Context: an optimization exercise on an open-source flow, tuned for small area. The choices shown serve that exercise and are no tape-out recipe.
RTL that was checked went through simulation tests only; none was proved equivalent to the original.
Power is estimated from default activity; no workload was simulated.

Setup of JK:
==> flow/design.v (excerpt) <==
module filtro_fir_eq #(
  parameter int TAPS = TAPS_DEF
) (
  input  logic                       clock,
  input  logic                       reset,
  input  logic signed [SAMPLE_W-1:0] sample_in,
  input  logic                       sample_valid,
  input  logic                       coef_we,
  input  logic [$clog2(TAPS)-1:0]    coef_addr,
  input  logic signed [COEF_W-1:0]   coef_data,
  output logic [SAMPLE_W-1:0]        dac_out_data,
  output logic                       dac_out_valid,
  input  logic                       dac_out_ready,
  output logic                       busy,
  output logic                       overrun,
  output logic                       coef_err
);
export LEC_CHECK = 0
export CAP_MARGIN = 20
export CORE_MARGIN = 2
export CORE_UTILIZATION = 40
export SLEW_MARGIN = 20
create_clock -name core_clock -period 10.0 [get_ports {clock}]
run.sh (not shown) runs the stock make flow with config.mk's settings and CLKGATE_MAP_FILE= SYNTH_SCRIPT=/design/flow/synth_recipe.tcl, a recipe that flattens the netlist after the stock synthesis.
JK ended with every stage complete and zero timing, DRC or antenna violations.
--- input diff JK..MS ---
- setting CTS_BUF_LIST to sky130_fd_sc_hd__clkbuf_2 for the first time
- setting CTS_CLUSTER_SIZE to 20 for the first time
- changing CORE_UTILIZATION from 40 to 60
--- outcome ---
Of JK and MS, MS shows the lower total power density per cell area, with JK above it. Changes observed in MS relative to JK: worst hold slack down 0.021 ns; register area shows no meaningful change; post-route worst setup slack fell by 0.16 ns; average cell area after synthesis ~0 delta. Re clock buffer instance count of the final layout: MS is 105 up on JK.
Relative to MS, the following input files were edited for AL:
- CTS_BUF_LIST changed from sky130_fd_sc_hd__clkbuf_2 to sky130_fd_sc_hd__clkbuf_4
- CORE_UTILIZATION changed from 60 to 40
- CTS_CLUSTER_SIZE removed (was 20)
==> results.txt <==
- The lower share of the core filled with cells in the final layout of MS and AL is in AL.
- Of AL and MS, it is AL that has the higher count of non-filler cells in the finished layout.
- Higher global-route wire length before repair was reported by MS, not AL.

## v4
Another version of the RTL of filtro_fir_eq (not shown whole).
Size in the first run: roughly 750 cells after synthesis, about 510 flip-flops, about 53 I/O pins, roughly 12000 sq um of cells after synthesis.
export LEC_CHECK = 0
export CAP_MARGIN = 20
export CORE_MARGIN = 2
export CORE_UTILIZATION = 75
export SLEW_MARGIN = 20
create_clock -name core_clock -period 10.0 [get_ports {clock}]
standard.sh (not shown) runs the stock make flow with config.mk's settings and CLKGATE_MAP_FILE= SYNTH_SCRIPT=/design/flow/synth_recipe.tcl, a recipe that flattens the netlist after the stock synthesis.
==> flow/flow/run.sh <==
#!/bin/bash
# Standard ORFS flow (the standard.sh) with smaller port buffers and a
# clock tree without dummy loads. ORFS writes each step's log under orfs/logs.
set -e
bash standard.sh BUFFER_PORTS_ARGS="-inputs -outputs -buffer_cell sky130_fd_sc_hd__buf_1" \
  CTS_ARGS="-sink_clustering_enable -repair_clock_nets -buf_list sky130_fd_sc_hd__clkbuf_4 -sink_clustering_size 12 -sink_clustering_max_diameter 40 -dont_use_dummy_load" \
  finish > standard.log 2>&1
v4 finished every step from synthesis to the final layout, and the layout passed the timing, design-rule and antenna checks.
[inputs] v31 vs v4
# v4
export LEC_CHECK = 0
export CAP_MARGIN = 20
export CORE_MARGIN = 2
export CORE_UTILIZATION = 75
export SLEW_MARGIN = 20
create_clock -name core_clock -period 10.0 [get_ports {clock}]
# v31
export LEC_CHECK = 0
export CAP_MARGIN = 20
export CORE_MARGIN = 2
export CORE_UTILIZATION = 60
export SLEW_MARGIN = 20
create_clock -name core_clock -period 10.0 [get_ports {clock}]
==> flow/flow/run.sh <==
#!/bin/bash
# Standard ORFS flow (the standard.sh) with smaller port buffers and a
# clock tree without dummy loads. ORFS writes each step's log under orfs/logs.
set -e
bash standard.sh BUFFER_PORTS_ARGS="-inputs -outputs -buffer_cell sky130_fd_sc_hd__buf_1" \
  CTS_ARGS="-sink_clustering_enable -repair_clock_nets -buf_list sky130_fd_sc_hd__clkbuf_4 -sink_clustering_size 10 -sink_clustering_max_diameter 40 -dont_use_dummy_load" \
  finish > standard.log 2>&1
[summary]
- Per the comparison of v31 with v4, part of the total power dissipated in sequential elements shows a reduction of 1.3 points, final cycle utilization of the critical path +0.64 points.
- v31 vs. v4: first-pass GRT wire length saw a decrease; switching fraction of total power barely changed; power has increased; design area +1.1%; via count higher.
- Diff v31..v4 | number of flip-flops and latches | unchanged
- Compared to v4, the routing of v31 uses less wire.
No functional check of the RTL was part of any run of this note.

v38:
filtro_fir_eq, a different RTL version from the one above (not shown whole).
For scale: roughly 750 cells after synthesis, ~12000 um^2 of cells after synthesis.
==> flow/config.mk <==
export PLATFORM = sky130hd
export DESIGN_NAME = filtro_fir_eq
export DESIGN_NICKNAME = filtro_fir_eq
export VERILOG_FILES = /design/flow/design.v
export SDC_FILE = /design/flow/constraint.sdc
export NUM_CORES = 4
export LEC_CHECK = 0
export CAP_MARGIN = 20
export CORE_MARGIN = 2
export CORE_UTILIZATION = 75
export SLEW_MARGIN = 20
==> flow/constraint.sdc <==
create_clock -name core_clock -period 10.0 [get_ports {clock}]
set_input_delay 2.0000 -clock core_clock [delete_from_list [all_inputs] [get_ports {clock}]]
set_output_delay 2.0000 -clock core_clock [all_outputs]
set_load 0.01 [all_outputs]
==> flow/flow/run.sh <==
#!/bin/bash
# Standard ORFS flow (the standard.sh) with smaller port buffers and a
# clock tree without dummy loads. ORFS writes each step's log under orfs/logs.
set -e
bash standard.sh BUFFER_PORTS_ARGS="-inputs -outputs -buffer_cell sky130_fd_sc_hd__buf_1" \
  CTS_ARGS="-sink_clustering_enable -repair_clock_nets -buf_list sky130_fd_sc_hd__clkbuf_4 -sink_clustering_size 11 -sink_clustering_max_diameter 40 -dont_use_dummy_load" \
  finish > standard.log 2>&1
#### Input delta (v30 over v38)
- CORE_UTILIZATION changed from 75 to 85
==> flow/flow/run.sh <==
#!/bin/bash
# Standard ORFS flow (the standard.sh) with smaller port buffers and a
# clock tree without dummy loads. ORFS writes each step's log under orfs/logs.
set -e
bash standard.sh BUFFER_PORTS_ARGS="-inputs -outputs -buffer_cell sky130_fd_sc_hd__buf_1" \
  CTS_ARGS="-sink_clustering_enable -repair_clock_nets -buf_list sky130_fd_sc_hd__clkbuf_4 -sink_clustering_size 12 -sink_clustering_max_diameter 40 -dont_use_dummy_load" \
  finish > standard.log 2>&1
[summary]
v38 | status: complete | timing, DRC, antenna: pass
Tool error DPL-0033 stopped v30 during 4_1_cts; no final results.
v38 -> v30: detailed placement HPWL increased by more than 10%
Compared v38 against v30; post-synthesis instance total within noise.
Relative to v38, the cell count after placement of v30 is lower by 32.
The count of buffers inserted at the top-level ports of v30 and that of v38 are within noise of each other.
Row count of v30 falls short of that of v38 by a few percent.
As far as mean instance size in the synthesized netlist goes, v30 and v38 are indistinguishable; the numbers are identical.
#### Input delta (v59 over v30)
- swapping 85 for 60 in CORE_UTILIZATION
- putting CTS_CLUSTER_SIZE at 8 where nothing was set
- putting CTS_BUF_LIST at sky130_fd_sc_hd__clkbuf_4 where nothing was set
- putting CTS_CLUSTER_DIAMETER at 30 where nothing was set
==> flow/run.sh (new file) <==
#!/bin/bash
# synth_recipe.tcl (not shown) runs the flow's synth.tcl, then flattens the netlist and writes it again
# the make line also repeats each setting of config.mk as NAME=value (left out here)
make -C /OpenROAD-flow-scripts/flow DESIGN_CONFIG=/design/flow/config.mk WORK_HOME=/design/flow/orfs CLKGATE_MAP_FILE= SYNTH_SCRIPT=/design/flow/synth_recipe.tcl finish
removed: flow/flow/run.sh
removed: flow/standard.sh
### Flow results
Looking at the reports, v59 completed the entire flow and the layout it produced met the timing, design-rule and antenna checks.
Number of placement rows | v59 above v30
What v30 reported for die width has to be multiplied by 1.18 to get the figure for v59.
Synthesized cell count: v30 vs v59 identical
Last weighted congestion value of the routability-driven placer in v59 is 0.030 below v30.
Note that the total clock buffers created by CTS recorded for v30 amounts to 0.61 times the value seen in v59.
NOTE: cell count after placement in v59 exceeds that of v30
v59 vs. v30: level count of the clock H-tree went up by 1, number of flops mapped to enable cells by yosys neither gained nor lost much.

## yarrow
Another version of the RTL of filtro_fir_eq (not shown whole).
For scale: about 820 cells after synthesis, about 13000 µm² of cells after synthesis.
## filtro_fir_eq
module filtro_fir_eq #(
  parameter int TAPS = TAPS_DEF
) (
  input  logic                       clock,
  input  logic                       reset,
  input  logic signed [SAMPLE_W-1:0] sample_in,
  input  logic                       sample_valid,
  input  logic                       coef_we,
  input  logic [$clog2(TAPS)-1:0]    coef_addr,
  input  logic signed [COEF_W-1:0]   coef_data,
  output logic [SAMPLE_W-1:0]        dac_out_data,
  output logic                       dac_out_valid,
  input  logic                       dac_out_ready,
  output logic                       busy,
  output logic                       overrun,
  output logic                       coef_err
);
clock: 10.0 ns
lec_check: 0
cap_margin: 20
core_margin: 2
core_utilization: 60
slew_margin: 20
==> flow/flow/run.sh <==
#!/bin/bash
# Standard ORFS flow (the standard.sh) with smaller port buffers and a
# clock tree without dummy loads. ORFS writes each step's log under orfs/logs.
set -e
bash standard.sh BUFFER_PORTS_ARGS="-inputs -outputs -buffer_cell sky130_fd_sc_hd__buf_1" \
  CTS_ARGS="-sink_clustering_enable -repair_clock_nets -buf_list sky130_fd_sc_hd__clkbuf_8 -sink_clustering_size 20 -sink_clustering_max_diameter 50 -dont_use_dummy_load" \
  finish > standard.log 2>&1
Setup changes, yarrow to maple
==> flow/flow/run.sh <==
#!/bin/bash
# Standard ORFS flow (the standard.sh) with smaller port buffers, a
# clock tree without dummy loads and power recovery (downsizing) after
# global routing. ORFS writes each step's log under orfs/logs.
set -e
bash standard.sh BUFFER_PORTS_ARGS="-inputs -outputs -buffer_cell sky130_fd_sc_hd__buf_1" \
  CTS_ARGS="-sink_clustering_enable -repair_clock_nets -buf_list sky130_fd_sc_hd__clkbuf_4 -sink_clustering_size 10 -sink_clustering_max_diameter 40 -dont_use_dummy_load" \
  RECOVER_POWER=100 finish > standard.log 2>&1
## What came out
In maple the implementation completed, yet the final layout does not meet the checks, the culprit being capacitance limit, slew limit. Taking yarrow as the reference, in maple maximum operating frequency shrank by about 20%, worst setup slack went down by 1220 ps. The area of the multi-input gates number comes out lower for maple vs yarrow. Number of violations of the max-capacitance limit, maple and yarrow, higher one = maple. Side by side, clock latency on the worst-skew pair turned out higher in maple than in yarrow. On global routing usage on met3: maple sits above yarrow. maple vs. yarrow: switching share of power +0.43 points, synthesized cell count ~0 delta. Comparing maple and yarrow, the lower shortest clock period the worst path allows after layout is on yarrow. The routed wire length was comparable across maple and yarrow.
Edits applied to the flow inputs when going from maple to onyx:
==> flow/flow/run.sh <==
#!/bin/bash
# Standard ORFS flow (the standard.sh) with smaller port buffers and a
# clock tree without dummy loads. ORFS writes each step's log under orfs/logs.
set -e
bash standard.sh BUFFER_PORTS_ARGS="-inputs -outputs -buffer_cell sky130_fd_sc_hd__buf_1" \
  CTS_ARGS="-sink_clustering_enable -repair_clock_nets -buf_list sky130_fd_sc_hd__clkbuf_4 -sink_clustering_size 10 -sink_clustering_max_diameter 40 -dont_use_dummy_load" \
  finish > standard.log 2>&1
### Flow results
Per the final summary, onyx finished and its layout is clean on timing, DRC and antenna.
| maple | all stages done | FAIL | capacitance limit, slew limit |
The clock power of maple and that of onyx are within noise of each other.
onyx against maple: final hold slack lower, routed length per instance shows no meaningful change, routed wire length on met2 now sits lower.
Looking at maple and onyx, the power after layout is a wash.
| largest stage delay on the critical path | onyx vs maple | 840 ps lower |
[onyx] clock tree skew after final layout rose 4.9 ps relative to maple
onyx vs. maple: number of max-slew violations in the final report went down by 13.
The routed wire length of onyx and that of maple are within noise of each other.
As far as area of the core goes, maple and onyx are indistinguishable; the numbers are identical.
No functional check of the RTL was part of any run of this note.

-- port drivers added, routing unchanged --
In the flow no input, the clock included, has a driving cell. The finished layouts below were timed again as built, in two steps.
Step 1: set_driving_cell puts a clkbuf_16 on clock and a buf_2 on each other input, an assumption about the parent block.
Step 2 moves the port delays by t, midway between the first and last clock arrival at a register: inputs arrive t later, outputs are due t later. That takes back most of the time a late clock gives input paths.
Three values: no drivers, after step 1, after step 2; two values: the first two.
run | t (ns) | setup WS [ns] | hold slack, ns | latest minus earliest clock arrival (ns)
JK | 0.579 | 4.922 / 4.900 / 4.900 | 0.304 / 0.304 / 0.304 | 0.031 / 0.031
MS | 0.905 | 4.758 / 4.729 / 4.729 | 0.283 / 0.283 / 0.283 | 0.069 / 0.069
AL | 0.726 | 4.922 / 4.899 / 4.899 | 0.303 / 0.303 / 0.303 | 0.041 / 0.040
v4 | 0.681 | 1.865 / 1.865 / 1.865 | 0.308 / 0.308 / 0.308 | 0.079 / 0.078
v31 | 0.694 | 1.801 / 1.801 / 1.801 | 0.281 / 0.281 / 0.281 | 0.104 / 0.103
v38 | 0.688 | 1.317 / 1.317 / 1.317 | 0.277 / 0.277 / 0.277 | 0.104 / 0.104
v59 | 0.710 | 1.455 / 1.455 / 1.455 | 0.315 / 0.315 / 0.315 | 0.033 / 0.033
yarrow | 0.556 | 5.138 / 5.138 / 5.138 | 0.275 / 0.275 / 0.275 | 0.079 / 0.079
maple | 0.674 | 3.915 / 3.915 / 3.915 | 0.294 / 0.294 / 0.294 | 0.088 / 0.088
onyx | 0.675 | 5.110 / 5.110 / 5.110 | 0.290 / 0.290 / 0.290 | 0.093 / 0.093
The setup slack of MS, which loses most, moves by -0.029 ns with the drivers and by -0.029 ns with both steps.
